From an optimization exercise on the open Yosys and OpenROAD flow, aimed at small area, a short achievable clock period and few clock cycles per item; shortcuts taken in it are not production practice. The RTL was checked by simulation tests, not by an equivalence proof against the original design. Power figures rest on the tool's default switching activity, not on a simulated workload.

### design/flow/config.mk
export PLATFORM = sky130hd
export DESIGN_NAME = execTop
export DESIGN_NICKNAME = execTop
export VERILOG_FILES = /design/flow/design.v
export SDC_FILE = /design/flow/constraint.sdc
export NUM_CORES = 4
export LEC_CHECK = 0
export ABC_AREA = 1
export CAP_MARGIN = 20
export CORE_MARGIN = 2
export CORE_UTILIZATION = 40
export CTS_BUF_LIST = sky130_fd_sc_hd__clkbuf_8
export SETUP_SLACK_MARGIN = 3.0
export SLEW_MARGIN = 20
### design/flow/design.v
`default_nettype none
package execPkg;
	localparam int dataWidth = 32;
	localparam int shiftWidth = 5;  
	localparam int mulDigits = 4;
	localparam int mulBits = 2 * mulDigits;
	typedef logic [dataWidth-1:0] word_t;
	typedef enum logic [2:0] {
		opAdd = 3'd0,
		opSub = 3'd1,
		opAnd = 3'd2,
		opOr = 3'd3,
		opSll = 3'd4,
		opSra = 3'd5,
		opMul = 3'd6  
	} aluOp_t;
endpackage
`default_nettype wire
`default_nettype none
module aluUnit (
	input execPkg::word_t opA,
	input execPkg::word_t opB,
	input logic [2:0] op,
	input execPkg::word_t cmpA,  
	input execPkg::word_t cmpB,
	output execPkg::word_t aluSum,  
	output execPkg::word_t aluCarry,  
	output logic aluCin,  
	output logic aluNeq,
	output logic aluLt
);
	localparam int W = execPkg::dataWidth;
	logic [execPkg::shiftWidth-1:0] shAmt;
	execPkg::word_t shStage [execPkg::shiftWidth+1];
	assign shAmt = opB[execPkg::shiftWidth-1:0];  
	assign shStage[0] = opA;
	for (genvar i = 0; i < execPkg::shiftWidth; i++) begin : gShift
		assign shStage[i+1] = shAmt[i]
			? {{(2**i){opA[W-1]}}, shStage[i][W-1:2**i]}
			: shStage[i];
	end
	always_comb begin
		aluCarry = '0;
		aluCin = 1'b0;
		case (op)
			execPkg::opAdd: begin
				aluSum = opA;
				aluCarry = opB;
			end
			execPkg::opSub: begin
				aluSum = opA;  
				aluCarry = ~opB;
				aluCin = 1'b1;
			end
			execPkg::opAnd: aluSum = opA & opB;
			execPkg::opOr: aluSum = opA | opB;
			execPkg::opSra: aluSum = shStage[execPkg::shiftWidth];
			default: aluSum = '0;  
		endcase
	end
	assign aluNeq = (cmpA != cmpB);
	assign aluLt = (cmpA[W-1] != cmpB[W-1]) ? cmpA[W-1] : (cmpA[W-2:0] < cmpB[W-2:0]);
endmodule
module addPrefix (
	input logic [31:0] a,
	input logic [31:0] b,
	input logic cin,
	output logic [31:0] sum
);
	logic [31:0] p;
	logic [31:0] g;
	assign p = a ^ b;
	assign g = a & b;
	logic g0c;
	assign g0c = g[0] | (p[0] & cin);
	logic G0_1;
	assign G0_1 = g[1] | (p[1] & g0c);
	logic G0_3;
	assign G0_3 = g[3] | (p[3] & g[2]);
	logic P0_3;
	assign P0_3 = p[3] & p[2];
	logic G0_5;
	assign G0_5 = g[5] | (p[5] & g[4]);
	logic P0_5;
	assign P0_5 = p[5] & p[4];
	logic G0_7;
	assign G0_7 = g[7] | (p[7] & g[6]);
	logic P0_7;
	assign P0_7 = p[7] & p[6];
	logic G0_9;
	assign G0_9 = g[9] | (p[9] & g[8]);
	logic P0_9;
	assign P0_9 = p[9] & p[8];
	logic G0_11;
	assign G0_11 = g[11] | (p[11] & g[10]);
	logic P0_11;
	assign P0_11 = p[11] & p[10];
	logic G0_13;
	assign G0_13 = g[13] | (p[13] & g[12]);
	logic P0_13;
	assign P0_13 = p[13] & p[12];
	logic G0_15;
	assign G0_15 = g[15] | (p[15] & g[14]);
	logic P0_15;
	assign P0_15 = p[15] & p[14];
	logic G0_17;
	assign G0_17 = g[17] | (p[17] & g[16]);
	logic P0_17;
	assign P0_17 = p[17] & p[16];
	logic G0_19;
	assign G0_19 = g[19] | (p[19] & g[18]);
	logic P0_19;
	assign P0_19 = p[19] & p[18];
	logic G0_21;
	assign G0_21 = g[21] | (p[21] & g[20]);
	logic P0_21;
	assign P0_21 = p[21] & p[20];
	logic G0_23;
	assign G0_23 = g[23] | (p[23] & g[22]);
	logic P0_23;
	assign P0_23 = p[23] & p[22];
	logic G0_25;
	assign G0_25 = g[25] | (p[25] & g[24]);
	logic P0_25;
	assign P0_25 = p[25] & p[24];
	logic G0_27;
	assign G0_27 = g[27] | (p[27] & g[26]);
	logic P0_27;
	assign P0_27 = p[27] & p[26];
	logic G0_29;
	assign G0_29 = g[29] | (p[29] & g[28]);
	logic P0_29;
	assign P0_29 = p[29] & p[28];
	logic G0_31;
	assign G0_31 = g[31] | (p[31] & g[30]);
	logic P0_31;
	assign P0_31 = p[31] & p[30];
	logic G1_3;
	assign G1_3 = G0_3 | (P0_3 & G0_1);
	logic G1_7;
	assign G1_7 = G0_7 | (P0_7 & G0_5);
	logic P1_7;
	assign P1_7 = P0_7 & P0_5;
	logic G1_11;
	assign G1_11 = G0_11 | (P0_11 & G0_9);
	logic P1_11;
	assign P1_11 = P0_11 & P0_9;
	logic G1_15;
	assign G1_15 = G0_15 | (P0_15 & G0_13);
	logic P1_15;
	assign P1_15 = P0_15 & P0_13;
	logic G1_19;
	assign G1_19 = G0_19 | (P0_19 & G0_17);
	logic P1_19;
	assign P1_19 = P0_19 & P0_17;
	logic G1_23;
	assign G1_23 = G0_23 | (P0_23 & G0_21);
	logic P1_23;
	assign P1_23 = P0_23 & P0_21;
	logic G1_27;
	assign G1_27 = G0_27 | (P0_27 & G0_25);
	logic P1_27;
	assign P1_27 = P0_27 & P0_25;
	logic G1_31;
	assign G1_31 = G0_31 | (P0_31 & G0_29);
	logic P1_31;
	assign P1_31 = P0_31 & P0_29;
	logic G2_7;
	assign G2_7 = G1_7 | (P1_7 & G1_3);
	logic G2_15;
	assign G2_15 = G1_15 | (P1_15 & G1_11);
	logic P2_15;
	assign P2_15 = P1_15 & P1_11;
	logic G2_23;
	assign G2_23 = G1_23 | (P1_23 & G1_19);
	logic P2_23;
	assign P2_23 = P1_23 & P1_19;
	logic G2_31;
	assign G2_31 = G1_31 | (P1_31 & G1_27);
	logic P2_31;
	assign P2_31 = P1_31 & P1_27;
	logic G3_15;
	assign G3_15 = G2_15 | (P2_15 & G2_7);
	logic G3_31;
	assign G3_31 = G2_31 | (P2_31 & G2_23);
	logic P3_31;
	assign P3_31 = P2_31 & P2_23;
	logic G4_31;
	assign G4_31 = G3_31 | (P3_31 & G3_15);
	logic G5_23;
	assign G5_23 = G2_23 | (P2_23 & G3_15);
	logic G6_11;
	assign G6_11 = G1_11 | (P1_11 & G2_7);
	logic G6_19;
	assign G6_19 = G1_19 | (P1_19 & G3_15);
	logic G6_27;
	assign G6_27 = G1_27 | (P1_27 & G5_23);
	logic G7_5;
	assign G7_5 = G0_5 | (P0_5 & G1_3);
	logic G7_9;
	assign G7_9 = G0_9 | (P0_9 & G2_7);
	logic G7_13;
	assign G7_13 = G0_13 | (P0_13 & G6_11);
	logic G7_17;
	assign G7_17 = G0_17 | (P0_17 & G3_15);
	logic G7_21;
	assign G7_21 = G0_21 | (P0_21 & G6_19);
	logic G7_25;
	assign G7_25 = G0_25 | (P0_25 & G5_23);
	logic G7_29;
	assign G7_29 = G0_29 | (P0_29 & G6_27);
	logic G8_2;
	assign G8_2 = g[2] | (p[2] & G0_1);
	logic G8_4;
	assign G8_4 = g[4] | (p[4] & G1_3);
	logic G8_6;
	assign G8_6 = g[6] | (p[6] & G7_5);
	logic G8_8;
	assign G8_8 = g[8] | (p[8] & G2_7);
	logic G8_10;
	assign G8_10 = g[10] | (p[10] & G7_9);
	logic G8_12;
	assign G8_12 = g[12] | (p[12] & G6_11);
	logic G8_14;
	assign G8_14 = g[14] | (p[14] & G7_13);
	logic G8_16;
	assign G8_16 = g[16] | (p[16] & G3_15);
	logic G8_18;
	assign G8_18 = g[18] | (p[18] & G7_17);
	logic G8_20;
	assign G8_20 = g[20] | (p[20] & G6_19);
	logic G8_22;
	assign G8_22 = g[22] | (p[22] & G7_21);
	logic G8_24;
	assign G8_24 = g[24] | (p[24] & G5_23);
	logic G8_26;
	assign G8_26 = g[26] | (p[26] & G7_25);
	logic G8_28;
	assign G8_28 = g[28] | (p[28] & G6_27);
	logic G8_30;
	assign G8_30 = g[30] | (p[30] & G7_29);
	logic [31:0] c;
	assign c = {G8_30, G7_29, G8_28, G6_27, G8_26, G7_25, G8_24, G5_23, G8_22, G7_21, G8_20, G6_19, G8_18, G7_17, G8_16, G3_15, G8_14, G7_13, G8_12, G6_11, G8_10, G7_9, G8_8, G2_7, G8_6, G7_5, G8_4, G1_3, G8_2, G0_1, g0c, cin};
	assign sum = p ^ c;
endmodule
`default_nettype wire
`default_nettype none
module mulUnit (
	input execPkg::word_t mcand,  
	input logic [execPkg::mulDigits-1:0] digOne,  
	input logic [execPkg::mulDigits-1:0] digTwo,
	input logic [execPkg::mulDigits-1:0] digNeg,
	input execPkg::word_t accSum,  
	input execPkg::word_t accCarry,
	output execPkg::word_t nextSum,
	output execPkg::word_t nextCarry
);
	boothStep tree (
		.mc(mcand),
		.one(digOne),
		.two(digTwo),
		.neg(digNeg),
		.s(accSum),
		.c(accCarry),
		.os(nextSum),
		.oc(nextCarry)
	);
endmodule
module boothStep (
	input logic [31:0] mc,  
	input logic [3:0] one,  
	input logic [3:0] two,  
	input logic [3:0] neg,  
	input logic [31:0] s,
	input logic [31:0] c,
	output logic [31:0] os,
	output logic [31:0] oc
);
	logic one0, two0, neg0;
	logic [31:0] pp0;
	logic one1, two1, neg1;
	logic [31:2] pp1;
	logic one2, two2, neg2;
	logic [31:4] pp2;
	logic one3, two3, neg3;
	logic [31:6] pp3;
	logic fs1;
	logic fc2;
	logic fs3;
	logic fc4;
	logic fs5;
	logic fc6;
	logic fs7;
	logic fc8;
	logic fs9;
	logic fc10;
	logic fs11;
	logic fc12;
	logic fs13;
	logic fc14;
	logic fs15;
	logic fc16;
	logic fs17;
	logic fc18;
	logic fs19;
	logic fc20;
	logic fs21;
	logic fc22;
	logic fs23;
	logic fc24;
	logic fs25;
	logic fc26;
	logic fs27;
	logic fc28;
	logic fs29;
	logic fc30;
	logic fs31;
	logic fc32;
	logic fs33;
	logic fc34;
	logic fs35;
	logic fc36;
	logic fs37;
	logic fc38;
	logic fs39;
	logic fc40;
	logic fs41;
	logic fc42;
	logic fs43;
	logic fc44;
	logic fs45;
	logic fc46;
	logic fs47;
	logic fc48;
	logic fs49;
	logic fc50;
	logic fs51;
	logic fc52;
	logic fs53;
	logic fc54;
	logic fs55;
	logic fc56;
	logic fs57;
	logic fc58;
	logic fs59;
	logic fc60;
	logic fs61;
	logic fc62;
	logic fs63;
	logic fc64;
	logic fs65;
	logic fc66;
	logic fs67;
	logic fc68;
	logic fs69;
	logic fc70;
	logic fs71;
	logic fc72;
	logic fs73;
	logic fc74;
	logic fs75;
	logic fc76;
	logic fs77;
	logic fc78;
	logic fs79;
	logic fc80;
	logic fs81;
	logic fc82;
	logic fs83;
	logic fc84;
	logic fs85;
	logic fc86;
	logic fs87;
	logic fc88;
	logic fs89;
	logic fc90;
	logic fs91;
	logic fc92;
	logic fs93;
	logic fc94;
	logic fs95;
	logic fc96;
	logic fs97;
	logic fc98;
	logic fs99;
	logic fc100;
	logic fs101;
	logic fc102;
	logic fs103;
	logic fc104;
	logic fs105;
	logic fc106;
	logic fs107;
	logic fc108;
	logic fs109;
	logic fc110;
	logic fs111;
	logic fc112;
	logic fs113;
	logic fc114;
	logic fs115;
	logic fc116;
	logic fs117;
	logic fc118;
	logic fs119;
	logic fc120;
	logic fs121;
	logic fc122;
	logic fs123;
	logic fc124;
	logic fs125;
	logic fc126;
	logic fs127;
	logic fc128;
	logic fs129;
	logic fc130;
	logic fs131;
	logic fc132;
	logic fs133;
	logic fc134;
	logic fs135;
	logic fc136;
	logic fs137;
	logic fc138;
	logic fs139;
	logic fc140;
	logic fs141;
	logic fc142;
	logic fs143;
	logic fc144;
	logic fs145;
	logic fc146;
	logic fs147;
	logic fc148;
	logic fs149;
	logic fc150;
	logic fs151;
	logic fc152;
	logic fs153;
	logic fc154;
	logic fs155;
	logic fc156;
	logic fs157;
	logic fc158;
	logic fs159;
	logic fc160;
	logic fs161;
	logic fc162;
	logic fs163;
	logic fc164;
	logic fs165;
	logic fc166;
	logic fs167;
	logic fc168;
	logic fs169;
	logic fc170;
	logic fs171;
	logic fc172;
	logic fs173;
	logic fc174;
	logic fs175;
	logic fc176;
	logic fs177;
	logic fc178;
	logic fs179;
	logic fc180;
	logic fs181;
	logic fc182;
	logic fs183;
	logic fc184;
	logic fs185;
	logic fc186;
	logic fs187;
	logic fc188;
	logic fs189;
	logic fc190;
	logic fs191;
	logic fc192;
	logic fs193;
	logic fc194;
	logic fs195;
	logic fc196;
	logic fs197;
	logic fc198;
	logic fs199;
	logic fc200;
	logic fs201;
	logic fc202;
	logic fs203;
	logic fc204;
	logic fs205;
	logic fc206;
	logic fs207;
	logic fc208;
	logic fs209;
	logic fc210;
	logic fs211;
	logic fc212;
	logic fs213;
	logic fc214;
	logic fs215;
	logic fc216;
	logic fs217;
	logic fc218;
	logic fs219;
	logic fc220;
	logic fs221;
	logic fc222;
	logic fs223;
	logic fc224;
	logic fs225;
	logic fs226;
	logic fs227;
	logic fs228;
	assign one0 = one[0];
	assign two0 = two[0];
	assign neg0 = neg[0];
	assign pp0[0] = (one0 & mc[0]) ^ neg0;
	assign pp0[1] = ((one0 & mc[1]) | (two0 & mc[0])) ^ neg0;
	assign pp0[2] = ((one0 & mc[2]) | (two0 & mc[1])) ^ neg0;
	assign pp0[3] = ((one0 & mc[3]) | (two0 & mc[2])) ^ neg0;
	assign pp0[4] = ((one0 & mc[4]) | (two0 & mc[3])) ^ neg0;
	assign pp0[5] = ((one0 & mc[5]) | (two0 & mc[4])) ^ neg0;
	assign pp0[6] = ((one0 & mc[6]) | (two0 & mc[5])) ^ neg0;
	assign pp0[7] = ((one0 & mc[7]) | (two0 & mc[6])) ^ neg0;
	assign pp0[8] = ((one0 & mc[8]) | (two0 & mc[7])) ^ neg0;
	assign pp0[9] = ((one0 & mc[9]) | (two0 & mc[8])) ^ neg0;
	assign pp0[10] = ((one0 & mc[10]) | (two0 & mc[9])) ^ neg0;
	assign pp0[11] = ((one0 & mc[11]) | (two0 & mc[10])) ^ neg0;
	assign pp0[12] = ((one0 & mc[12]) | (two0 & mc[11])) ^ neg0;
	assign pp0[13] = ((one0 & mc[13]) | (two0 & mc[12])) ^ neg0;
	assign pp0[14] = ((one0 & mc[14]) | (two0 & mc[13])) ^ neg0;
	assign pp0[15] = ((one0 & mc[15]) | (two0 & mc[14])) ^ neg0;
	assign pp0[16] = ((one0 & mc[16]) | (two0 & mc[15])) ^ neg0;
	assign pp0[17] = ((one0 & mc[17]) | (two0 & mc[16])) ^ neg0;
	assign pp0[18] = ((one0 & mc[18]) | (two0 & mc[17])) ^ neg0;
	assign pp0[19] = ((one0 & mc[19]) | (two0 & mc[18])) ^ neg0;
	assign pp0[20] = ((one0 & mc[20]) | (two0 & mc[19])) ^ neg0;
	assign pp0[21] = ((one0 & mc[21]) | (two0 & mc[20])) ^ neg0;
	assign pp0[22] = ((one0 & mc[22]) | (two0 & mc[21])) ^ neg0;
	assign pp0[23] = ((one0 & mc[23]) | (two0 & mc[22])) ^ neg0;
	assign pp0[24] = ((one0 & mc[24]) | (two0 & mc[23])) ^ neg0;
	assign pp0[25] = ((one0 & mc[25]) | (two0 & mc[24])) ^ neg0;
	assign pp0[26] = ((one0 & mc[26]) | (two0 & mc[25])) ^ neg0;
	assign pp0[27] = ((one0 & mc[27]) | (two0 & mc[26])) ^ neg0;
	assign pp0[28] = ((one0 & mc[28]) | (two0 & mc[27])) ^ neg0;
	assign pp0[29] = ((one0 & mc[29]) | (two0 & mc[28])) ^ neg0;
	assign pp0[30] = ((one0 & mc[30]) | (two0 & mc[29])) ^ neg0;
	assign pp0[31] = ((one0 & mc[31]) | (two0 & mc[30])) ^ neg0;
	assign one1 = one[1];
	assign two1 = two[1];
	assign neg1 = neg[1];
	assign pp1[2] = (one1 & mc[0]) ^ neg1;
	assign pp1[3] = ((one1 & mc[1]) | (two1 & mc[0])) ^ neg1;
	assign pp1[4] = ((one1 & mc[2]) | (two1 & mc[1])) ^ neg1;
	assign pp1[5] = ((one1 & mc[3]) | (two1 & mc[2])) ^ neg1;
	assign pp1[6] = ((one1 & mc[4]) | (two1 & mc[3])) ^ neg1;
	assign pp1[7] = ((one1 & mc[5]) | (two1 & mc[4])) ^ neg1;
	assign pp1[8] = ((one1 & mc[6]) | (two1 & mc[5])) ^ neg1;
	assign pp1[9] = ((one1 & mc[7]) | (two1 & mc[6])) ^ neg1;
	assign pp1[10] = ((one1 & mc[8]) | (two1 & mc[7])) ^ neg1;
	assign pp1[11] = ((one1 & mc[9]) | (two1 & mc[8])) ^ neg1;
	assign pp1[12] = ((one1 & mc[10]) | (two1 & mc[9])) ^ neg1;
	assign pp1[13] = ((one1 & mc[11]) | (two1 & mc[10])) ^ neg1;
	assign pp1[14] = ((one1 & mc[12]) | (two1 & mc[11])) ^ neg1;
	assign pp1[15] = ((one1 & mc[13]) | (two1 & mc[12])) ^ neg1;
	assign pp1[16] = ((one1 & mc[14]) | (two1 & mc[13])) ^ neg1;
	assign pp1[17] = ((one1 & mc[15]) | (two1 & mc[14])) ^ neg1;
	assign pp1[18] = ((one1 & mc[16]) | (two1 & mc[15])) ^ neg1;
	assign pp1[19] = ((one1 & mc[17]) | (two1 & mc[16])) ^ neg1;
	assign pp1[20] = ((one1 & mc[18]) | (two1 & mc[17])) ^ neg1;
	assign pp1[21] = ((one1 & mc[19]) | (two1 & mc[18])) ^ neg1;
	assign pp1[22] = ((one1 & mc[20]) | (two1 & mc[19])) ^ neg1;
	assign pp1[23] = ((one1 & mc[21]) | (two1 & mc[20])) ^ neg1;
	assign pp1[24] = ((one1 & mc[22]) | (two1 & mc[21])) ^ neg1;
	assign pp1[25] = ((one1 & mc[23]) | (two1 & mc[22])) ^ neg1;
	assign pp1[26] = ((one1 & mc[24]) | (two1 & mc[23])) ^ neg1;
	assign pp1[27] = ((one1 & mc[25]) | (two1 & mc[24])) ^ neg1;
	assign pp1[28] = ((one1 & mc[26]) | (two1 & mc[25])) ^ neg1;
	assign pp1[29] = ((one1 & mc[27]) | (two1 & mc[26])) ^ neg1;
	assign pp1[30] = ((one1 & mc[28]) | (two1 & mc[27])) ^ neg1;
	assign pp1[31] = ((one1 & mc[29]) | (two1 & mc[28])) ^ neg1;
	assign one2 = one[2];
	assign two2 = two[2];
	assign neg2 = neg[2];
	assign pp2[4] = (one2 & mc[0]) ^ neg2;
	assign pp2[5] = ((one2 & mc[1]) | (two2 & mc[0])) ^ neg2;
	assign pp2[6] = ((one2 & mc[2]) | (two2 & mc[1])) ^ neg2;
	assign pp2[7] = ((one2 & mc[3]) | (two2 & mc[2])) ^ neg2;
	assign pp2[8] = ((one2 & mc[4]) | (two2 & mc[3])) ^ neg2;
	assign pp2[9] = ((one2 & mc[5]) | (two2 & mc[4])) ^ neg2;
	assign pp2[10] = ((one2 & mc[6]) | (two2 & mc[5])) ^ neg2;
	assign pp2[11] = ((one2 & mc[7]) | (two2 & mc[6])) ^ neg2;
	assign pp2[12] = ((one2 & mc[8]) | (two2 & mc[7])) ^ neg2;
	assign pp2[13] = ((one2 & mc[9]) | (two2 & mc[8])) ^ neg2;
	assign pp2[14] = ((one2 & mc[10]) | (two2 & mc[9])) ^ neg2;
	assign pp2[15] = ((one2 & mc[11]) | (two2 & mc[10])) ^ neg2;
	assign pp2[16] = ((one2 & mc[12]) | (two2 & mc[11])) ^ neg2;
	assign pp2[17] = ((one2 & mc[13]) | (two2 & mc[12])) ^ neg2;
	assign pp2[18] = ((one2 & mc[14]) | (two2 & mc[13])) ^ neg2;
	assign pp2[19] = ((one2 & mc[15]) | (two2 & mc[14])) ^ neg2;
	assign pp2[20] = ((one2 & mc[16]) | (two2 & mc[15])) ^ neg2;
	assign pp2[21] = ((one2 & mc[17]) | (two2 & mc[16])) ^ neg2;
	assign pp2[22] = ((one2 & mc[18]) | (two2 & mc[17])) ^ neg2;
	assign pp2[23] = ((one2 & mc[19]) | (two2 & mc[18])) ^ neg2;
	assign pp2[24] = ((one2 & mc[20]) | (two2 & mc[19])) ^ neg2;
	assign pp2[25] = ((one2 & mc[21]) | (two2 & mc[20])) ^ neg2;
	assign pp2[26] = ((one2 & mc[22]) | (two2 & mc[21])) ^ neg2;
	assign pp2[27] = ((one2 & mc[23]) | (two2 & mc[22])) ^ neg2;
	assign pp2[28] = ((one2 & mc[24]) | (two2 & mc[23])) ^ neg2;
	assign pp2[29] = ((one2 & mc[25]) | (two2 & mc[24])) ^ neg2;
	assign pp2[30] = ((one2 & mc[26]) | (two2 & mc[25])) ^ neg2;
	assign pp2[31] = ((one2 & mc[27]) | (two2 & mc[26])) ^ neg2;
	assign one3 = one[3];
	assign two3 = two[3];
	assign neg3 = neg[3];
	assign pp3[6] = (one3 & mc[0]) ^ neg3;
	assign pp3[7] = ((one3 & mc[1]) | (two3 & mc[0])) ^ neg3;
	assign pp3[8] = ((one3 & mc[2]) | (two3 & mc[1])) ^ neg3;
	assign pp3[9] = ((one3 & mc[3]) | (two3 & mc[2])) ^ neg3;
	assign pp3[10] = ((one3 & mc[4]) | (two3 & mc[3])) ^ neg3;
	assign pp3[11] = ((one3 & mc[5]) | (two3 & mc[4])) ^ neg3;
	assign pp3[12] = ((one3 & mc[6]) | (two3 & mc[5])) ^ neg3;
	assign pp3[13] = ((one3 & mc[7]) | (two3 & mc[6])) ^ neg3;
	assign pp3[14] = ((one3 & mc[8]) | (two3 & mc[7])) ^ neg3;
	assign pp3[15] = ((one3 & mc[9]) | (two3 & mc[8])) ^ neg3;
	assign pp3[16] = ((one3 & mc[10]) | (two3 & mc[9])) ^ neg3;
	assign pp3[17] = ((one3 & mc[11]) | (two3 & mc[10])) ^ neg3;
	assign pp3[18] = ((one3 & mc[12]) | (two3 & mc[11])) ^ neg3;
	assign pp3[19] = ((one3 & mc[13]) | (two3 & mc[12])) ^ neg3;
	assign pp3[20] = ((one3 & mc[14]) | (two3 & mc[13])) ^ neg3;
	assign pp3[21] = ((one3 & mc[15]) | (two3 & mc[14])) ^ neg3;
	assign pp3[22] = ((one3 & mc[16]) | (two3 & mc[15])) ^ neg3;
	assign pp3[23] = ((one3 & mc[17]) | (two3 & mc[16])) ^ neg3;
	assign pp3[24] = ((one3 & mc[18]) | (two3 & mc[17])) ^ neg3;
	assign pp3[25] = ((one3 & mc[19]) | (two3 & mc[18])) ^ neg3;
	assign pp3[26] = ((one3 & mc[20]) | (two3 & mc[19])) ^ neg3;
	assign pp3[27] = ((one3 & mc[21]) | (two3 & mc[20])) ^ neg3;
	assign pp3[28] = ((one3 & mc[22]) | (two3 & mc[21])) ^ neg3;
	assign pp3[29] = ((one3 & mc[23]) | (two3 & mc[22])) ^ neg3;
	assign pp3[30] = ((one3 & mc[24]) | (two3 & mc[23])) ^ neg3;
	assign pp3[31] = ((one3 & mc[25]) | (two3 & mc[24])) ^ neg3;
	assign fs1 = neg0 ^ s[0] ^ c[0];
	assign fc2 = (neg0 & s[0]) | (neg0 & c[0]) | (s[0] & c[0]);
	assign fs3 = s[1] ^ c[1] ^ fc2;
	assign fc4 = (s[1] & c[1]) | (s[1] & fc2) | (c[1] & fc2);
	assign fs5 = neg1 ^ s[2] ^ c[2];
	assign fc6 = (neg1 & s[2]) | (neg1 & c[2]) | (s[2] & c[2]);
	assign fs7 = pp0[2] ^ pp1[2] ^ fs5;
	assign fc8 = (pp0[2] & pp1[2]) | (pp0[2] & fs5) | (pp1[2] & fs5);
	assign fs9 = s[3] ^ c[3] ^ fc6;
	assign fc10 = (s[3] & c[3]) | (s[3] & fc6) | (c[3] & fc6);
	assign fs11 = pp0[3] ^ pp1[3] ^ fc8;
	assign fc12 = (pp0[3] & pp1[3]) | (pp0[3] & fc8) | (pp1[3] & fc8);
	assign fs13 = neg2 ^ s[4] ^ c[4];
	assign fc14 = (neg2 & s[4]) | (neg2 & c[4]) | (s[4] & c[4]);
	assign fs15 = pp0[4] ^ pp1[4] ^ pp2[4];
	assign fc16 = (pp0[4] & pp1[4]) | (pp0[4] & pp2[4]) | (pp1[4] & pp2[4]);
	assign fs17 = fs13 ^ fc10 ^ fs15;
	assign fc18 = (fs13 & fc10) | (fs13 & fs15) | (fc10 & fs15);
	assign fs19 = s[5] ^ c[5] ^ fc14;
	assign fc20 = (s[5] & c[5]) | (s[5] & fc14) | (c[5] & fc14);
	assign fs21 = pp0[5] ^ pp1[5] ^ pp2[5];
	assign fc22 = (pp0[5] & pp1[5]) | (pp0[5] & pp2[5]) | (pp1[5] & pp2[5]);
	assign fs23 = fc16 ^ fs19 ^ fs21;
	assign fc24 = (fc16 & fs19) | (fc16 & fs21) | (fs19 & fs21);
	assign fs25 = neg3 ^ s[6] ^ c[6];
	assign fc26 = (neg3 & s[6]) | (neg3 & c[6]) | (s[6] & c[6]);
	assign fs27 = pp0[6] ^ pp1[6] ^ pp2[6];
	assign fc28 = (pp0[6] & pp1[6]) | (pp0[6] & pp2[6]) | (pp1[6] & pp2[6]);
	assign fs29 = pp3[6] ^ fs25 ^ fc20;
	assign fc30 = (pp3[6] & fs25) | (pp3[6] & fc20) | (fs25 & fc20);
	assign fs31 = fc22 ^ fs27 ^ fs29;
	assign fc32 = (fc22 & fs27) | (fc22 & fs29) | (fs27 & fs29);
	assign fs33 = s[7] ^ c[7] ^ fc26;
	assign fc34 = (s[7] & c[7]) | (s[7] & fc26) | (c[7] & fc26);
	assign fs35 = pp0[7] ^ pp1[7] ^ pp2[7];
	assign fc36 = (pp0[7] & pp1[7]) | (pp0[7] & pp2[7]) | (pp1[7] & pp2[7]);
	assign fs37 = pp3[7] ^ fc28 ^ fs33;
	assign fc38 = (pp3[7] & fc28) | (pp3[7] & fs33) | (fc28 & fs33);
	assign fs39 = fs35 ^ fc30 ^ fs37;
	assign fc40 = (fs35 & fc30) | (fs35 & fs37) | (fc30 & fs37);
	assign fs41 = s[8] ^ c[8] ^ pp0[8];
	assign fc42 = (s[8] & c[8]) | (s[8] & pp0[8]) | (c[8] & pp0[8]);
	assign fs43 = pp1[8] ^ pp2[8] ^ pp3[8];
	assign fc44 = (pp1[8] & pp2[8]) | (pp1[8] & pp3[8]) | (pp2[8] & pp3[8]);
	assign fs45 = fc34 ^ fc36 ^ fs41;
	assign fc46 = (fc34 & fc36) | (fc34 & fs41) | (fc36 & fs41);
	assign fs47 = fs43 ^ fc38 ^ fs45;
	assign fc48 = (fs43 & fc38) | (fs43 & fs45) | (fc38 & fs45);
	assign fs49 = s[9] ^ c[9] ^ pp0[9];
	assign fc50 = (s[9] & c[9]) | (s[9] & pp0[9]) | (c[9] & pp0[9]);
	assign fs51 = pp1[9] ^ pp2[9] ^ pp3[9];
	assign fc52 = (pp1[9] & pp2[9]) | (pp1[9] & pp3[9]) | (pp2[9] & pp3[9]);
	assign fs53 = fc42 ^ fc44 ^ fs49;
	assign fc54 = (fc42 & fc44) | (fc42 & fs49) | (fc44 & fs49);
	assign fs55 = fs51 ^ fc46 ^ fs53;
	assign fc56 = (fs51 & fc46) | (fs51 & fs53) | (fc46 & fs53);
	assign fs57 = s[10] ^ c[10] ^ pp0[10];
	assign fc58 = (s[10] & c[10]) | (s[10] & pp0[10]) | (c[10] & pp0[10]);
	assign fs59 = pp1[10] ^ pp2[10] ^ pp3[10];
	assign fc60 = (pp1[10] & pp2[10]) | (pp1[10] & pp3[10]) | (pp2[10] & pp3[10]);
	assign fs61 = fc50 ^ fc52 ^ fs57;
	assign fc62 = (fc50 & fc52) | (fc50 & fs57) | (fc52 & fs57);
	assign fs63 = fs59 ^ fc54 ^ fs61;
	assign fc64 = (fs59 & fc54) | (fs59 & fs61) | (fc54 & fs61);
	assign fs65 = s[11] ^ c[11] ^ pp0[11];
	assign fc66 = (s[11] & c[11]) | (s[11] & pp0[11]) | (c[11] & pp0[11]);
	assign fs67 = pp1[11] ^ pp2[11] ^ pp3[11];
	assign fc68 = (pp1[11] & pp2[11]) | (pp1[11] & pp3[11]) | (pp2[11] & pp3[11]);
	assign fs69 = fc58 ^ fc60 ^ fs65;
	assign fc70 = (fc58 & fc60) | (fc58 & fs65) | (fc60 & fs65);
	assign fs71 = fs67 ^ fc62 ^ fs69;
	assign fc72 = (fs67 & fc62) | (fs67 & fs69) | (fc62 & fs69);
	assign fs73 = s[12] ^ c[12] ^ pp0[12];
	assign fc74 = (s[12] & c[12]) | (s[12] & pp0[12]) | (c[12] & pp0[12]);
	assign fs75 = pp1[12] ^ pp2[12] ^ pp3[12];
	assign fc76 = (pp1[12] & pp2[12]) | (pp1[12] & pp3[12]) | (pp2[12] & pp3[12]);
	assign fs77 = fc66 ^ fc68 ^ fs73;
	assign fc78 = (fc66 & fc68) | (fc66 & fs73) | (fc68 & fs73);
	assign fs79 = fs75 ^ fc70 ^ fs77;
	assign fc80 = (fs75 & fc70) | (fs75 & fs77) | (fc70 & fs77);
	assign fs81 = s[13] ^ c[13] ^ pp0[13];
	assign fc82 = (s[13] & c[13]) | (s[13] & pp0[13]) | (c[13] & pp0[13]);
	assign fs83 = pp1[13] ^ pp2[13] ^ pp3[13];
	assign fc84 = (pp1[13] & pp2[13]) | (pp1[13] & pp3[13]) | (pp2[13] & pp3[13]);
	assign fs85 = fc74 ^ fc76 ^ fs81;
	assign fc86 = (fc74 & fc76) | (fc74 & fs81) | (fc76 & fs81);
	assign fs87 = fs83 ^ fc78 ^ fs85;
	assign fc88 = (fs83 & fc78) | (fs83 & fs85) | (fc78 & fs85);
	assign fs89 = s[14] ^ c[14] ^ pp0[14];
	assign fc90 = (s[14] & c[14]) | (s[14] & pp0[14]) | (c[14] & pp0[14]);
	assign fs91 = pp1[14] ^ pp2[14] ^ pp3[14];
	assign fc92 = (pp1[14] & pp2[14]) | (pp1[14] & pp3[14]) | (pp2[14] & pp3[14]);
	assign fs93 = fc82 ^ fc84 ^ fs89;
	assign fc94 = (fc82 & fc84) | (fc82 & fs89) | (fc84 & fs89);
	assign fs95 = fs91 ^ fc86 ^ fs93;
	assign fc96 = (fs91 & fc86) | (fs91 & fs93) | (fc86 & fs93);
	assign fs97 = s[15] ^ c[15] ^ pp0[15];
	assign fc98 = (s[15] & c[15]) | (s[15] & pp0[15]) | (c[15] & pp0[15]);
	assign fs99 = pp1[15] ^ pp2[15] ^ pp3[15];
	assign fc100 = (pp1[15] & pp2[15]) | (pp1[15] & pp3[15]) | (pp2[15] & pp3[15]);
	assign fs101 = fc90 ^ fc92 ^ fs97;
	assign fc102 = (fc90 & fc92) | (fc90 & fs97) | (fc92 & fs97);
	assign fs103 = fs99 ^ fc94 ^ fs101;
	assign fc104 = (fs99 & fc94) | (fs99 & fs101) | (fc94 & fs101);
	assign fs105 = s[16] ^ c[16] ^ pp0[16];
	assign fc106 = (s[16] & c[16]) | (s[16] & pp0[16]) | (c[16] & pp0[16]);
	assign fs107 = pp1[16] ^ pp2[16] ^ pp3[16];
	assign fc108 = (pp1[16] & pp2[16]) | (pp1[16] & pp3[16]) | (pp2[16] & pp3[16]);
	assign fs109 = fc98 ^ fc100 ^ fs105;
	assign fc110 = (fc98 & fc100) | (fc98 & fs105) | (fc100 & fs105);
	assign fs111 = fs107 ^ fc102 ^ fs109;
	assign fc112 = (fs107 & fc102) | (fs107 & fs109) | (fc102 & fs109);
	assign fs113 = s[17] ^ c[17] ^ pp0[17];
	assign fc114 = (s[17] & c[17]) | (s[17] & pp0[17]) | (c[17] & pp0[17]);
	assign fs115 = pp1[17] ^ pp2[17] ^ pp3[17];
	assign fc116 = (pp1[17] & pp2[17]) | (pp1[17] & pp3[17]) | (pp2[17] & pp3[17]);
	assign fs117 = fc106 ^ fc108 ^ fs113;
	assign fc118 = (fc106 & fc108) | (fc106 & fs113) | (fc108 & fs113);
	assign fs119 = fs115 ^ fc110 ^ fs117;
	assign fc120 = (fs115 & fc110) | (fs115 & fs117) | (fc110 & fs117);
	assign fs121 = s[18] ^ c[18] ^ pp0[18];
	assign fc122 = (s[18] & c[18]) | (s[18] & pp0[18]) | (c[18] & pp0[18]);
	assign fs123 = pp1[18] ^ pp2[18] ^ pp3[18];
	assign fc124 = (pp1[18] & pp2[18]) | (pp1[18] & pp3[18]) | (pp2[18] & pp3[18]);
	assign fs125 = fc114 ^ fc116 ^ fs121;
	assign fc126 = (fc114 & fc116) | (fc114 & fs121) | (fc116 & fs121);
	assign fs127 = fs123 ^ fc118 ^ fs125;
	assign fc128 = (fs123 & fc118) | (fs123 & fs125) | (fc118 & fs125);
	assign fs129 = s[19] ^ c[19] ^ pp0[19];
	assign fc130 = (s[19] & c[19]) | (s[19] & pp0[19]) | (c[19] & pp0[19]);
	assign fs131 = pp1[19] ^ pp2[19] ^ pp3[19];
	assign fc132 = (pp1[19] & pp2[19]) | (pp1[19] & pp3[19]) | (pp2[19] & pp3[19]);
	assign fs133 = fc122 ^ fc124 ^ fs129;
	assign fc134 = (fc122 & fc124) | (fc122 & fs129) | (fc124 & fs129);
	assign fs135 = fs131 ^ fc126 ^ fs133;
	assign fc136 = (fs131 & fc126) | (fs131 & fs133) | (fc126 & fs133);
	assign fs137 = s[20] ^ c[20] ^ pp0[20];
	assign fc138 = (s[20] & c[20]) | (s[20] & pp0[20]) | (c[20] & pp0[20]);
	assign fs139 = pp1[20] ^ pp2[20] ^ pp3[20];
	assign fc140 = (pp1[20] & pp2[20]) | (pp1[20] & pp3[20]) | (pp2[20] & pp3[20]);
	assign fs141 = fc130 ^ fc132 ^ fs137;
	assign fc142 = (fc130 & fc132) | (fc130 & fs137) | (fc132 & fs137);
	assign fs143 = fs139 ^ fc134 ^ fs141;
	assign fc144 = (fs139 & fc134) | (fs139 & fs141) | (fc134 & fs141);
	assign fs145 = s[21] ^ c[21] ^ pp0[21];
	assign fc146 = (s[21] & c[21]) | (s[21] & pp0[21]) | (c[21] & pp0[21]);
	assign fs147 = pp1[21] ^ pp2[21] ^ pp3[21];
	assign fc148 = (pp1[21] & pp2[21]) | (pp1[21] & pp3[21]) | (pp2[21] & pp3[21]);
	assign fs149 = fc138 ^ fc140 ^ fs145;
	assign fc150 = (fc138 & fc140) | (fc138 & fs145) | (fc140 & fs145);
	assign fs151 = fs147 ^ fc142 ^ fs149;
	assign fc152 = (fs147 & fc142) | (fs147 & fs149) | (fc142 & fs149);
	assign fs153 = s[22] ^ c[22] ^ pp0[22];
	assign fc154 = (s[22] & c[22]) | (s[22] & pp0[22]) | (c[22] & pp0[22]);
	assign fs155 = pp1[22] ^ pp2[22] ^ pp3[22];
	assign fc156 = (pp1[22] & pp2[22]) | (pp1[22] & pp3[22]) | (pp2[22] & pp3[22]);
	assign fs157 = fc146 ^ fc148 ^ fs153;
	assign fc158 = (fc146 & fc148) | (fc146 & fs153) | (fc148 & fs153);
	assign fs159 = fs155 ^ fc150 ^ fs157;
	assign fc160 = (fs155 & fc150) | (fs155 & fs157) | (fc150 & fs157);
	assign fs161 = s[23] ^ c[23] ^ pp0[23];
	assign fc162 = (s[23] & c[23]) | (s[23] & pp0[23]) | (c[23] & pp0[23]);
	assign fs163 = pp1[23] ^ pp2[23] ^ pp3[23];
	assign fc164 = (pp1[23] & pp2[23]) | (pp1[23] & pp3[23]) | (pp2[23] & pp3[23]);
	assign fs165 = fc154 ^ fc156 ^ fs161;
	assign fc166 = (fc154 & fc156) | (fc154 & fs161) | (fc156 & fs161);
	assign fs167 = fs163 ^ fc158 ^ fs165;
	assign fc168 = (fs163 & fc158) | (fs163 & fs165) | (fc158 & fs165);
	assign fs169 = s[24] ^ c[24] ^ pp0[24];
	assign fc170 = (s[24] & c[24]) | (s[24] & pp0[24]) | (c[24] & pp0[24]);
	assign fs171 = pp1[24] ^ pp2[24] ^ pp3[24];
	assign fc172 = (pp1[24] & pp2[24]) | (pp1[24] & pp3[24]) | (pp2[24] & pp3[24]);
	assign fs173 = fc162 ^ fc164 ^ fs169;
	assign fc174 = (fc162 & fc164) | (fc162 & fs169) | (fc164 & fs169);
	assign fs175 = fs171 ^ fc166 ^ fs173;
	assign fc176 = (fs171 & fc166) | (fs171 & fs173) | (fc166 & fs173);
	assign fs177 = s[25] ^ c[25] ^ pp0[25];
	assign fc178 = (s[25] & c[25]) | (s[25] & pp0[25]) | (c[25] & pp0[25]);
	assign fs179 = pp1[25] ^ pp2[25] ^ pp3[25];
	assign fc180 = (pp1[25] & pp2[25]) | (pp1[25] & pp3[25]) | (pp2[25] & pp3[25]);
	assign fs181 = fc170 ^ fc172 ^ fs177;
	assign fc182 = (fc170 & fc172) | (fc170 & fs177) | (fc172 & fs177);
	assign fs183 = fs179 ^ fc174 ^ fs181;
	assign fc184 = (fs179 & fc174) | (fs179 & fs181) | (fc174 & fs181);
	assign fs185 = s[26] ^ c[26] ^ pp0[26];
	assign fc186 = (s[26] & c[26]) | (s[26] & pp0[26]) | (c[26] & pp0[26]);
	assign fs187 = pp1[26] ^ pp2[26] ^ pp3[26];
	assign fc188 = (pp1[26] & pp2[26]) | (pp1[26] & pp3[26]) | (pp2[26] & pp3[26]);
	assign fs189 = fc178 ^ fc180 ^ fs185;
	assign fc190 = (fc178 & fc180) | (fc178 & fs185) | (fc180 & fs185);
	assign fs191 = fs187 ^ fc182 ^ fs189;
	assign fc192 = (fs187 & fc182) | (fs187 & fs189) | (fc182 & fs189);
	assign fs193 = s[27] ^ c[27] ^ pp0[27];
	assign fc194 = (s[27] & c[27]) | (s[27] & pp0[27]) | (c[27] & pp0[27]);
	assign fs195 = pp1[27] ^ pp2[27] ^ pp3[27];
	assign fc196 = (pp1[27] & pp2[27]) | (pp1[27] & pp3[27]) | (pp2[27] & pp3[27]);
	assign fs197 = fc186 ^ fc188 ^ fs193;
	assign fc198 = (fc186 & fc188) | (fc186 & fs193) | (fc188 & fs193);
	assign fs199 = fs195 ^ fc190 ^ fs197;
	assign fc200 = (fs195 & fc190) | (fs195 & fs197) | (fc190 & fs197);
	assign fs201 = s[28] ^ c[28] ^ pp0[28];
	assign fc202 = (s[28] & c[28]) | (s[28] & pp0[28]) | (c[28] & pp0[28]);
	assign fs203 = pp1[28] ^ pp2[28] ^ pp3[28];
	assign fc204 = (pp1[28] & pp2[28]) | (pp1[28] & pp3[28]) | (pp2[28] & pp3[28]);
	assign fs205 = fc194 ^ fc196 ^ fs201;
	assign fc206 = (fc194 & fc196) | (fc194 & fs201) | (fc196 & fs201);
	assign fs207 = fs203 ^ fc198 ^ fs205;
	assign fc208 = (fs203 & fc198) | (fs203 & fs205) | (fc198 & fs205);
	assign fs209 = s[29] ^ c[29] ^ pp0[29];
	assign fc210 = (s[29] & c[29]) | (s[29] & pp0[29]) | (c[29] & pp0[29]);
	assign fs211 = pp1[29] ^ pp2[29] ^ pp3[29];
	assign fc212 = (pp1[29] & pp2[29]) | (pp1[29] & pp3[29]) | (pp2[29] & pp3[29]);
	assign fs213 = fc202 ^ fc204 ^ fs209;
	assign fc214 = (fc202 & fc204) | (fc202 & fs209) | (fc204 & fs209);
	assign fs215 = fs211 ^ fc206 ^ fs213;
	assign fc216 = (fs211 & fc206) | (fs211 & fs213) | (fc206 & fs213);
	assign fs217 = s[30] ^ c[30] ^ pp0[30];
	assign fc218 = (s[30] & c[30]) | (s[30] & pp0[30]) | (c[30] & pp0[30]);
	assign fs219 = pp1[30] ^ pp2[30] ^ pp3[30];
	assign fc220 = (pp1[30] & pp2[30]) | (pp1[30] & pp3[30]) | (pp2[30] & pp3[30]);
	assign fs221 = fc210 ^ fc212 ^ fs217;
	assign fc222 = (fc210 & fc212) | (fc210 & fs217) | (fc212 & fs217);
	assign fs223 = fs219 ^ fc214 ^ fs221;
	assign fc224 = (fs219 & fc214) | (fs219 & fs221) | (fc214 & fs221);
	assign fs225 = s[31] ^ c[31] ^ pp0[31];
	assign fs226 = pp1[31] ^ pp2[31] ^ pp3[31];
	assign fs227 = fc218 ^ fc220 ^ fs225;
	assign fs228 = fs226 ^ fc222 ^ fs227;
	assign os = {fc224, fc216, fc208, fc200, fc192, fc184, fc176, fc168, fc160, fc152, fc144, fc136, fc128, fc120, fc112, fc104, fc96, fc88, fc80, fc72, fc64, fc56, fc48, fc40, fc32, fc24, fc18, fc12, fs9, fc4, pp0[1], pp0[0]};
	assign oc = {fs228, fs223, fs215, fs207, fs199, fs191, fs183, fs175, fs167, fs159, fs151, fs143, fs135, fs127, fs119, fs111, fs103, fs95, fs87, fs79, fs71, fs63, fs55, fs47, fs39, fs31, fs23, fs17, fs11, fs7, fs3, fs1};
endmodule
`default_nettype wire
`default_nettype none
module execControl (
	input logic clk,
	input logic rst,
	input logic start,
	input logic [2:0] op,
	input execPkg::word_t opA,
	input execPkg::word_t opB,
	output execPkg::word_t latA,
	output execPkg::word_t latB,
	output logic [2:0] latOp,
	output logic [execPkg::mulDigits-1:0] digOne,  
	output logic [execPkg::mulDigits-1:0] digTwo,
	output logic [execPkg::mulDigits-1:0] digNeg,
	input execPkg::word_t aluSum,
	input execPkg::word_t aluCarry,
	input logic aluCin,
	input logic aluNeq,
	input logic aluLt,
	input execPkg::word_t nextSum,
	input execPkg::word_t nextCarry,
	output execPkg::word_t accSum,
	output execPkg::word_t accCarry,
	output logic firstStep,
	output execPkg::word_t result,
	output logic neq,
	output logic lt,
	output logic done,
	output logic busy
);
	localparam int W = execPkg::dataWidth;
	localparam int NB = execPkg::mulBits;
	localparam int D = execPkg::mulDigits;
	logic accept;
	logic valid;  
	logic last;  
	logic nextLast;
	execPkg::word_t nextB;  
	logic stepping;  
	logic shift;  
	logic shiftQ;
	logic mulAccept;
	logic isSll;  
	logic capNeq;  
	logic capLt;
	logic nextStepping;
	logic rowsDone;  
	logic accCin;
	logic rowNeq;  
	logic rowLt;
	execPkg::word_t sum;
	logic [NB:0] digBits;  
	logic [D-1:0] nextOne;
	logic [D-1:0] nextTwo;
	logic [D-1:0] nextNeg;
	assign shift = shiftQ;
	assign busy = shiftQ;
	assign accept = start && !busy && (op != 3'd7);  
	assign isSll = (op == execPkg::opSll);
	assign mulAccept = accept && (op == execPkg::opMul || isSll);
	assign nextStepping = mulAccept || shift;
	always_ff @(posedge clk) begin
		if (rst) begin
			valid <= 1'b0;
			firstStep <= 1'b0;
			stepping <= 1'b0;
			shiftQ <= 1'b0;
			rowsDone <= 1'b0;
			done <= 1'b0;
		end else begin
			valid <= accept;
			firstStep <= mulAccept;
			stepping <= nextStepping;
			shiftQ <= nextStepping && !nextLast;
			rowsDone <= (valid && !firstStep) || (stepping && last);
			done <= rowsDone;
		end
	end
	assign nextB = shift ? {{NB{latB[W-1]}}, latB[W-1:NB]} : opB;  
	always_ff @(posedge clk) begin
		if (shift) begin
			latA <= latA << NB;
		end else begin
			latA <= isSll ? opA << {opB[execPkg::shiftWidth-1:3], 3'b000} : opA;
			latOp <= op;
		end
		latB <= nextB;
	end
	assign digBits = {nextB[NB-1:0], shift && latB[NB-1]};
	assign nextLast = (!shift && isSll) || (nextB[W-1:NB-1] == {(W-NB+1){nextB[W-1]}});
	always_comb begin
		for (int j = 0; j < D; j++) begin
			if (!shift && isSll) begin
				nextOne[j] = (opB[2:1] == j) && !opB[0];
				nextTwo[j] = (opB[2:1] == j) && opB[0];
				nextNeg[j] = 1'b0;
			end else begin
				nextOne[j] = digBits[2*j+1] ^ digBits[2*j];
				nextTwo[j] = (digBits[2*j+2] && !digBits[2*j+1] && !digBits[2*j])
					|| (!digBits[2*j+2] && digBits[2*j+1] && digBits[2*j]);
				nextNeg[j] = digBits[2*j+2];
			end
		end
	end
	always_ff @(posedge clk) begin
		digOne <= nextOne;
		digTwo <= nextTwo;
		digNeg <= nextNeg;
		last <= nextLast;
	end
	always_ff @(posedge clk) begin
		if (stepping) begin
			accSum <= nextSum;
			accCarry <= nextCarry;
			accCin <= 1'b0;
		end else begin
			accSum <= aluSum;
			accCarry <= aluCarry;
			accCin <= aluCin;
		end
		if (accept) begin
			capNeq <= aluNeq;
			capLt <= aluLt;
		end
		if (valid) begin
			rowNeq <= capNeq;
			rowLt <= capLt;
		end
		result <= sum;
		neq <= rowNeq;
		lt <= rowLt;
	end
	addPrefix adder (
		.a(accSum),
		.b(accCarry),
		.cin(accCin),
		.sum(sum)
	);
endmodule
`default_nettype wire
`default_nettype none
module execTop (
	input logic clk,
	input logic rst,
	input logic start,
	input logic [2:0] op,  
	input logic [31:0] opA,
	input logic [31:0] opB,
	output logic [31:0] result,
	output logic neq,
	output logic lt,
	output logic done,
	output logic busy
);
	execPkg::word_t latA;
	execPkg::word_t latB;
	logic [2:0] latOp;
	logic [execPkg::mulDigits-1:0] digOne;
	logic [execPkg::mulDigits-1:0] digTwo;
	logic [execPkg::mulDigits-1:0] digNeg;
	execPkg::word_t aluSum;
	execPkg::word_t aluCarry;
	logic aluCin;
	logic aluNeq;
	logic aluLt;
	execPkg::word_t nextSum;
	execPkg::word_t nextCarry;
	execPkg::word_t accSum;
	execPkg::word_t accCarry;
	logic firstStep;
	execControl control (
		.clk(clk),
		.rst(rst),
		.start(start),
		.op(op),
		.opA(opA),
		.opB(opB),
		.latA(latA),
		.latB(latB),
		.latOp(latOp),
		.digOne(digOne),
		.digTwo(digTwo),
		.digNeg(digNeg),
		.aluSum(aluSum),
		.aluCarry(aluCarry),
		.aluCin(aluCin),
		.aluNeq(aluNeq),
		.aluLt(aluLt),
		.nextSum(nextSum),
		.nextCarry(nextCarry),
		.accSum(accSum),
		.accCarry(accCarry),
		.firstStep(firstStep),
		.result(result),
		.neq(neq),
		.lt(lt),
		.done(done),
		.busy(busy)
	);
	aluUnit alu (
		.opA(latA),
		.opB(latB),
		.op(latOp),
		.cmpA(opA),
		.cmpB(opB),
		.aluSum(aluSum),
		.aluCarry(aluCarry),
		.aluCin(aluCin),
		.aluNeq(aluNeq),
		.aluLt(aluLt)
	);
	mulUnit mul (
		.mcand(latA),
		.digOne(digOne),
		.digTwo(digTwo),
		.digNeg(digNeg),
		.accSum(firstStep ? '0 : accSum),
		.accCarry(firstStep ? '0 : accCarry),
		.nextSum(nextSum),
		.nextCarry(nextCarry)
	);
endmodule
`default_nettype wire
### design/flow/constraint.sdc
create_clock -name core_clock -period 6.0 [get_ports {clk}]
set_input_delay 1.2000 -clock core_clock [delete_from_list [all_inputs] [get_ports {clk}]]
set_output_delay 1.2000 -clock core_clock [all_outputs]
set_load 0.01 [all_outputs]
### design/flow/run.sh
#!/bin/bash
# synth_recipe.tcl (not shown) runs the flow's synth.tcl, then flattens the netlist and writes it again
# the make line also repeats each setting of config.mk as NAME=value (left out here)
make -C /OpenROAD-flow-scripts/flow DESIGN_CONFIG=/design/flow/config.mk WORK_HOME=/design/flow/orfs CLKGATE_MAP_FILE= SYNTH_SCRIPT=/design/flow/synth_recipe.tcl finish
==> impl_results.md, run 1 <==
- Post-layout util: 46.3%
- Status: timing/DRC/antenna clean
- Crit-path max cell delay: 0.50 ns
- Leakage: 8.60 nW
- Clock-pin slew on the worst setup and hold paths: 0.12 ns
- Initial antenna violation count: 0
- Synth Cell Area: 0.0163 mm2
- Syn_area_per_cell: 7.44 um2
- Sequential share of the synthesized area: 23.6%
- Clock latency on the worst-skew pair: 0.54 ns
- Synth Net Count: 2450
- Total CTS buffers: 17
- Max Fclk: 334 MHz
- Largest net degree at the start of global routing: 84
- Most frequent CP cell: fa_1
- Critical path fanouts, max: 15
- DIE AREA: 0.0424 mm2
- CP Capture Type: flop
- Global route total overflow: 0
- Power per cell area: 325 mW/mm2
- Synth Register Bits: 189
- Slew Limit Fails: 0
- Chip Height: 206 um
- Std cell rows: 73
- Synth area leader: dfxtp_1
- Number of vias per cell: 5.65
- Slowest cell on crit path: fa_1
- TritonCTS clock tree: yes
- Layout cells sized above 1: 9.61%
- Max-Cap Viols: 0
- Initial DRC count: 1715
- Core Region: 0.0400 mm2
- Top-count cell post-synth: nand2_1
- Synth top area cells: dfxtp_1, fa_1, nand2_1
- Top cells by count, synth: nand2_1, inv_1, nand3_1
- Synth unique cells: 47
- Arrival time at the worst endpoint: 3.43 ns
- Port Buffers: 105
- Dpl hpwl: 45400 um
- Routed wire length: 59600 um
- EDFF count, synth: 7
- Synthesized netlist cell count: 2192
- Slew Limit Headroom: 33.2%
- Top_reg_cell synth: dfxtp_1
- Root Buffer: clkbuf_8
- Yosys top cell area share: 22.4%
- Vias in the first global route: 15200
- HP Class: flop to flop
- Final period demand of the worst path: 3.00 ns
- H-Tree Depth: 4
- Final antenna-violating net count: 0
- Final setup viols: 0
- Fillers: 4099
- DRC Markers: 0
- WL/cell: 21.5 um
- # diodes: 0
- Tot GR Track Use: 28.4%
- Worst Max-Slew Pin Slew: 1.00 ns
- GPL Wtd Cong: 0.987
- Pre-antenna DRT Iters: 5
- Maximum VDD drop: 0.172 mV
- Fraction of registers with async set/reset: 0%
- Req. time, crit path: 6.43 ns
- Detailed-route via count: 15700
- Clock Skew: 0.0225 ns
- IO Pins: 106
- Final #Nets: 2492
- Global-route wire length before repair: 90800 um
- CP startpoint kind: flop
- Clock Tree Buf Depth: 2
- Final hold violations: 0
- Critical path class: flop to flop
- RSZ-0062 raised after global routing: yes
- Ys Warns: 3
- Fin Setup TNS: 0 ns
- Period utilisation layout: 49.9%
- Starting Density: 40.7%
- Clk sinks: 189
- Die X: 206 um
- Crit-path cells: clkinvlp_4 > buf_12 > o22ai_1 > xor2_1 > fa_1 > fa_1 > fa_1 > nor2_1 > a31oi_1
- Layout Area Growth over Synthesis: 13.5%
-- through the flow --
step | instance area [um2] | hold WS [ns] | power (mW) | setup WS [ns] | std cells
2_1_floorplan | 16300 | 0.323 | 3.96 | 3.13 | 2192
3_3_place_gp | 17500 | 0.349 | 4.91 | 2.35 | 2716
3_5_place_dp | 17500 | 0.346 | 5.00 | 2.38 | 2716
4_1_cts | 18200 | 0.373 | 5.97 | 2.95 | 2760
5_1_grt | 18500 | 0.386 | 6.55 | 2.97 | 2772
6_report | 18500 | 0.364 | 6.01 | 3.00 | 2772
-- metal layers --
layer	global-route usage [%]	vias to the layer above	wire [um]
met5	0	-	0
met4	13.0	0	2840
met3	4.46	153	4560
met2	45.0	767	26600
met1	38.2	7455	25700
li1	-	7299	-
-- final cells by class --
type | instances | area (um2) | area share [%]
multi-input combinational | 1611 | 11000 | 59.3
timing repair buffer | 145 | 1470 | 7.92
clock buffer | 17 | 234 | 1.26
tap | 525 | 657 | 3.55
inverter | 266 | 1090 | 5.88
timing repair inverter | 4 | 26.3 | 0.142
clock inverter | 15 | 170 | 0.920
sequential | 189 | 3890 | 21.0
-- critical path, delay by kind of cell (launching register included) --
| family | cells | cell delay [ns] |
|---|---|---|
| AND/OR/NAND/NOR | 1 | 0.06 |
| buffers and inverters | 2 | 0.30 |
| flip-flops | 1 | 0.44 |
| AO/OA/AOI/OAI | 2 | 0.48 |
| XOR/XNOR | 1 | 0.13 |
| adder cells (fa/ha/maj) | 3 | 1.48 |
-- cell families after synthesis --
family	count (synthesis)	synth area share [%]
AND/OR/NAND/NOR	889	23.8
multiplexers	1	0.0614
adder cells (fa/ha/maj)	188	20.4
buffers and inverters	392	10.1
flip-flops	189	23.6
AO/OA/AOI/OAI	399	14.8
XOR/XNOR	134	7.20
-- registers in the layout, summed over array words and instances (netlist names), 3 cells and up --
| register | flops |
|---|---|
| control.digOne | 4 |
| control.digTwo | 4 |
| control.latA | 32 |
| control.result | 32 |
| control.digNeg | 4 |
| control.latOp | 3 |
| control.accCarry | 32 |
| control.latB | 32 |
| control.accSum | 32 |
-- layout by cell type, fill, tap and decap left out, types with 15 or more instances in the layout --
cell / instances
clkbuf_8: 17
o21ai_1: 33
inv_1: 218
nand3_2: 25
nand3_1: 210
nor2_1: 136
o211ai_1: 32
dfxtp_1: 169
buf_4: 27
o22ai_1: 112
o21ai_0: 83
inv_4: 20
ha_1: 59
clkdlybuf4s50_1: 104
xor2_1: 121
a31oi_1: 36
inv_2: 15
a21oi_1: 55
nand2_1: 467
fa_1: 124
-- where the power goes --
group | switching (mW) | internal, mW
clock | 0.561 | 0.350
combinational | 1.94 | 1.45
sequential | 0.188 | 1.51
-- timing repair --
item / in CTS / in global routing
gates resized for setup: 57 / 63
setup buffers: 10 / 9
pin swaps: 0 / 13
hold buffers: 0 / 0
setup endpoints to repair: 60 / 37
gates cloned: 2 / 3
-- worst paths after layout --
path	end	depth (start not counted)	start	slack (ns)
hold / removal	control.neq$_DFF_P_	0	control.rowNeq$_DFFE_PP_	0.36
setup reg to reg	control.accCarry[9]$_DFF_P_	9	control.digTwo[1]$_DFF_P_	3.00
setup / recovery	control.accCarry[9]$_DFF_P_	9	control.digTwo[1]$_DFF_P_	3.00
hold reg to reg	control.neq$_DFF_P_	0	control.rowNeq$_DFFE_PP_	0.36
Testbench counts, summed over its fixed seeds: cycles 15,655, ops 12,000.
==> inputs of run 2 (changes only) <==
--- a/design/flow/config.mk
+++ b/design/flow/config.mk
@@ -9,6 +9,6 @@
 export CAP_MARGIN = 20
 export CORE_MARGIN = 2
 export CORE_UTILIZATION = 40
-export CTS_BUF_LIST = sky130_fd_sc_hd__clkbuf_8
+export GPL_ROUTABILITY_DRIVEN = 0
 export SETUP_SLACK_MARGIN = 3.0
 export SLEW_MARGIN = 20
==> run 2 against run 1 <==
Critical endpoint unchanged. First-iteration DRC count increased by 27%. Clock power up 22%. Maximum frequency rose by 0.91%. Still clean on timing, DRC and antenna. Flip-flop and latch count did not move. Highest routed layer unchanged. Sequential share of layout area fell by 0.31 points. Combinational power barely moved.
==> impl_results.md, run 2 <==
- Status: timing/DRC/antenna clean
- Sw Ratio: 43.5% (-1.4 points)
- Dpl hpwl: 43300 um (-4.7%)
- Hold Crit Endpoint: control.neq$_DFF_P_
- CP startpoint kind: flop
- Slowest cell on crit path: fa_1
- Power Total: 6.21 mW (+3.4%)
- Top_reg_cell synth: dfxtp_1
- Max-Cap Viols: 0 (unchanged)
- Synth area leader: dfxtp_1
- Final antenna-violating net count: 0 (unchanged)
- Crit-path cells: clkinvlp_4 > buf_4 > clkbuf_16 > o22ai_1 > xor2_1 > fa_1 > fa_1 > fa_1 > nor2_1 > a31oi_1
- Period utilisation layout: 49.5% (-0.45 points)
- Pre-CTS setup slack: 2.29 ns (-0.0960 ns)
- Clock-pin slew on the worst setup and hold paths: 0.09 ns (-0.03 ns)
- Fillers: 4027 (-1.8%)
- Die X: 206 um (unchanged)
- Critical path fanouts, max: 6 (-9)
- Total CTS buffers: 17 (unchanged)
- DIE AREA: 0.0424 mm2 (unchanged)
- Clock latency on the worst-skew pair: 0.48 ns (-0.06 ns)
- HP Class: flop to flop
- Final period demand of the worst path: 2.97 ns (-0.0270 ns)
- Power per cell area: 331 mW/mm2 (+2.1%)
- TritonCTS clock tree: yes
- Placed insts: 2714 (-0.074%)
- Yosys top cell area share: 22.4% (unchanged)
- Crit-path max cell delay: 0.49 ns (about the same)
- Psw: 2.70 mW (+0.20%)
- Req. time, crit path: 6.38 ns (-0.05 ns)
- RSZ-0062 raised after global routing: yes
- Synth Cell Area: 0.0163 mm2 (unchanged)
- Maximum VDD drop: 0.237 mV (+37%)
- Arrival time at the worst endpoint: 3.35 ns (-0.08 ns)
- Crit path buf inv count: 3 (+1)
- Slew Limit Fails: 0 (unchanged)
- Ys Warns: 3 (unchanged)
- Clk sinks: 189 (unchanged)
- Detailed-route via count: 16000 (+2.0%)
- Most common cell after layout, fill and taps aside: nand2_1
- Std cell rows: 73 (unchanged)
- Most frequent cells in the layout: nand2_1, inv_1, nand3_1
- Max Fclk: 337 MHz (+0.91%)
- Global-route wire length before repair: 88700 um (-2.3%)
- R2r worst-path depth: 10 (+1)
- Synthesized netlist cell count: 2192 (unchanged)
- Reg2Reg Setup Slack: 3.03 ns (+0.03 ns)
- Syn_area_per_cell: 7.44 um2 (unchanged)
- CP Capture Type: flop
- Cell area after layout: 0.0187 mm2 (+1.2%)
- Synth top area cells: dfxtp_1, fa_1, nand2_1
- Root Buffer: clkbuf_16
- Global route total overflow: 0 (unchanged)
- Synth unique cells: 47 (unchanged)
- R2R Path End: control.accCarry[9]$_DFF_P_
- Placement-stage cell area: 0.0175 mm2 (about the same)
- DRC Markers: 0 (unchanged)
- Hold depth: 0 (unchanged)
- Layout Area Growth over Synthesis: 14.9%
- Chip Height: 206 um (unchanged)
- Synth Register Bits: 189 (unchanged)
- Worst Max-Slew Pin Slew: 0.995 ns (-0.00599 ns)
- Critical path class: flop to flop
- # diodes: 0 (unchanged)
- Hold Slack: 0.351 ns (-0.0130 ns)
- Vias in the first global route: 15500 (+1.8%)
- Clock Skew: 0.0189 ns (-0.00357 ns)
- Pre-antenna DRT Iters: 6 (+1)
- Final hold violations: 0 (unchanged)
- Gate power share: 54.9% (-1.6 points)
- Initial antenna violation count: 0 (unchanged)
- Starting Density: 40.7% (unchanged)
- Worst r2r src: control.digOne[0]$_DFF_P_
- IO Pins: 106 (unchanged)
- Clock Tree Buf Depth: 2 (unchanged)
- Routed wire length: 58000 um (-2.8%)
- Top-count cell post-synth: nand2_1
- Leakage: 8.69 nW (+1.1%)
- Fraction of registers with async set/reset: 0% (unchanged)
- Initial DRC count: 2177 (+27%)
- Fin Setup TNS: 0 ns (unchanged)
- Tot GR Track Use: 27.4% (-1.0 points)
- P_int: 3.51 mW (+5.9%)
- Final setup viols: 0 (unchanged)
- Final #Nets: 2506 (+0.56%)
- Largest net degree at the start of global routing: 83 (-1.2%)
- Cell Count, Final, Fillers Out: 2786 (+0.51%)
- H-Tree Depth: 4 (unchanged)
- Slew Limit Headroom: 33.6% (+0.40 points)
- Top cells by count, synth: nand2_1, inv_1, nand3_1
- Most frequent CP cell: fa_1
- Layout cells sized above 1: 9.91% (+0.29 points)
- Clk network pwr share: 17.9% (+2.7 points)
- EDFF count, synth: 7 (unchanged)
- Sequential share of the synthesized area: 23.6% (unchanged)
- Port Buffers: 105 (unchanged)
- Post-layout util: 46.8% (+0.58 points)
- Critical hold path startpoint: control.rowNeq$_DFFE_PP_
- Power share of the sequential group: 27.2% (-1.1 points)
- WL/cell: 20.8 um (-3.3%)
- Number of vias per cell: 5.74 (+1.5%)
- Min setup slack post-route: 3.03 ns (+0.0270 ns)
- Top cell family by delay on the critical path: adder cells
- Core Region: 0.0400 mm2 (unchanged)
- Synth Net Count: 2450 (unchanged)
## run 2: worst max path at each step
stage,startpoint,endpoint,slack (ns),cells after the start
6_report,control.digOne[0]$_DFF_P_,control.accCarry[9]$_DFF_P_,3.03,10
5_1_grt,control.digOne[0]$_DFF_P_,control.accCarry[12]$_DFF_P_,2.95,10
4_1_cts,control.digTwo[0]$_DFF_P_,control.accCarry[16]$_DFF_P_,2.94,9
3_5_place_dp,opB[3],control.capNeq$_DFFE_PP_,2.29,6
3_3_place_gp,opB[3],control.capNeq$_DFFE_PP_,2.39,6
2_1_floorplan,control.firstStep$_SDFF_PP0_,control.accCarry[7]$_DFF_P_,3.13,9
## run 2: cells by family (layout without fill, tap and decap cells)
kind of cell / count (synthesis) / after routing / synth area share (%)
AO/OA/AOI/OAI: 399 / 399 / 14.8
XOR/XNOR: 134 / 134 / 7.20
adder cells (fa/ha/maj): 188 / 188 / 20.4
buffers and inverters: 392 / 461 / 10.1
flip-flops: 189 / 189 / 23.6
multiplexers: 1 / 1 / 0.0614
AND/OR/NAND/NOR: 889 / 889 / 23.8
## run 2: timing repair
action | CTS | global route
setup buffers | 15 | 16
gates cloned | 3 | 6
setup endpoints to repair | 61 | 33
hold buffers | 0 | 0
gates resized for setup | 45 | 60
pin swaps | 0 | 16
## run 2: final cells by class
class / count / area [um2] / area share [%]
Multi-Input combinational cell: 1611 / 10900 / 58.4
Tap cell: 525 / 657 / 3.51
Inverter: 266 / 1080 / 5.76
Clock inverter: 15 / 136 / 0.728
Timing Repair inverter: 6 / 42.5 / 0.227
Clock buffer: 17 / 425 / 2.27
Sequential cell: 189 / 3880 / 20.7
Timing Repair Buffer: 157 / 1580 / 8.41
## run 2: metal layers
metal  GRT usage (%)  part of all wire [%]
met3            4.48                    10
met5               0                     0
met1            36.8                    40
met4            12.5                   5.3
met2            43.3                    44
## run 2: power groups by stage
| stage | combinational [mW] | clock (mW) | sequential (mW) |
|---|---|---|---|
| 2_1_floorplan | 2.26 | 0 | 1.70 |
| 6_report | 3.41 | 1.11 | 1.69 |
| 3_5_place_dp | 3.27 | 0 | 1.70 |
| 4_1_cts | 3.35 | 1.13 | 1.68 |
| 3_3_place_gp | 3.17 | 0 | 1.70 |
| 5_1_grt | 3.85 | 1.18 | 1.71 |

## re-timing with driven ports
The flow's constraints put no driver on any port. The routed layouts listed below were extracted and timed again, unchanged, in two steps.
Step 1 sets driving cells, clkbuf_16 on the clock port and buf_2 on the other inputs (assumed; they add their load-dependent delay and slew).
Step 2 also shifts input and output timing later by t, the mid clock arrival at the registers, as if the neighbouring blocks saw the same clock.
Three values: ideal, step 1, step 2; two values: the first two.
run | t, ns | setup slack, ns | worst setup path at the end | latest minus earliest clock arrival (ns) | cell pins on the clock port's net
run 1 | 0.583 | 3.005 / 3.005 / 2.608 | input to register | 0.025 / 0.025 | 1
run 2 | 0.522 | 3.032 / 3.032 / 2.564 | input to register | 0.019 / 0.019 | 1
After both steps every run listed still meets setup and hold. The setup slack of run 2, which loses most, moves by 0.000 ns with the drivers and by -0.468 ns with both steps.
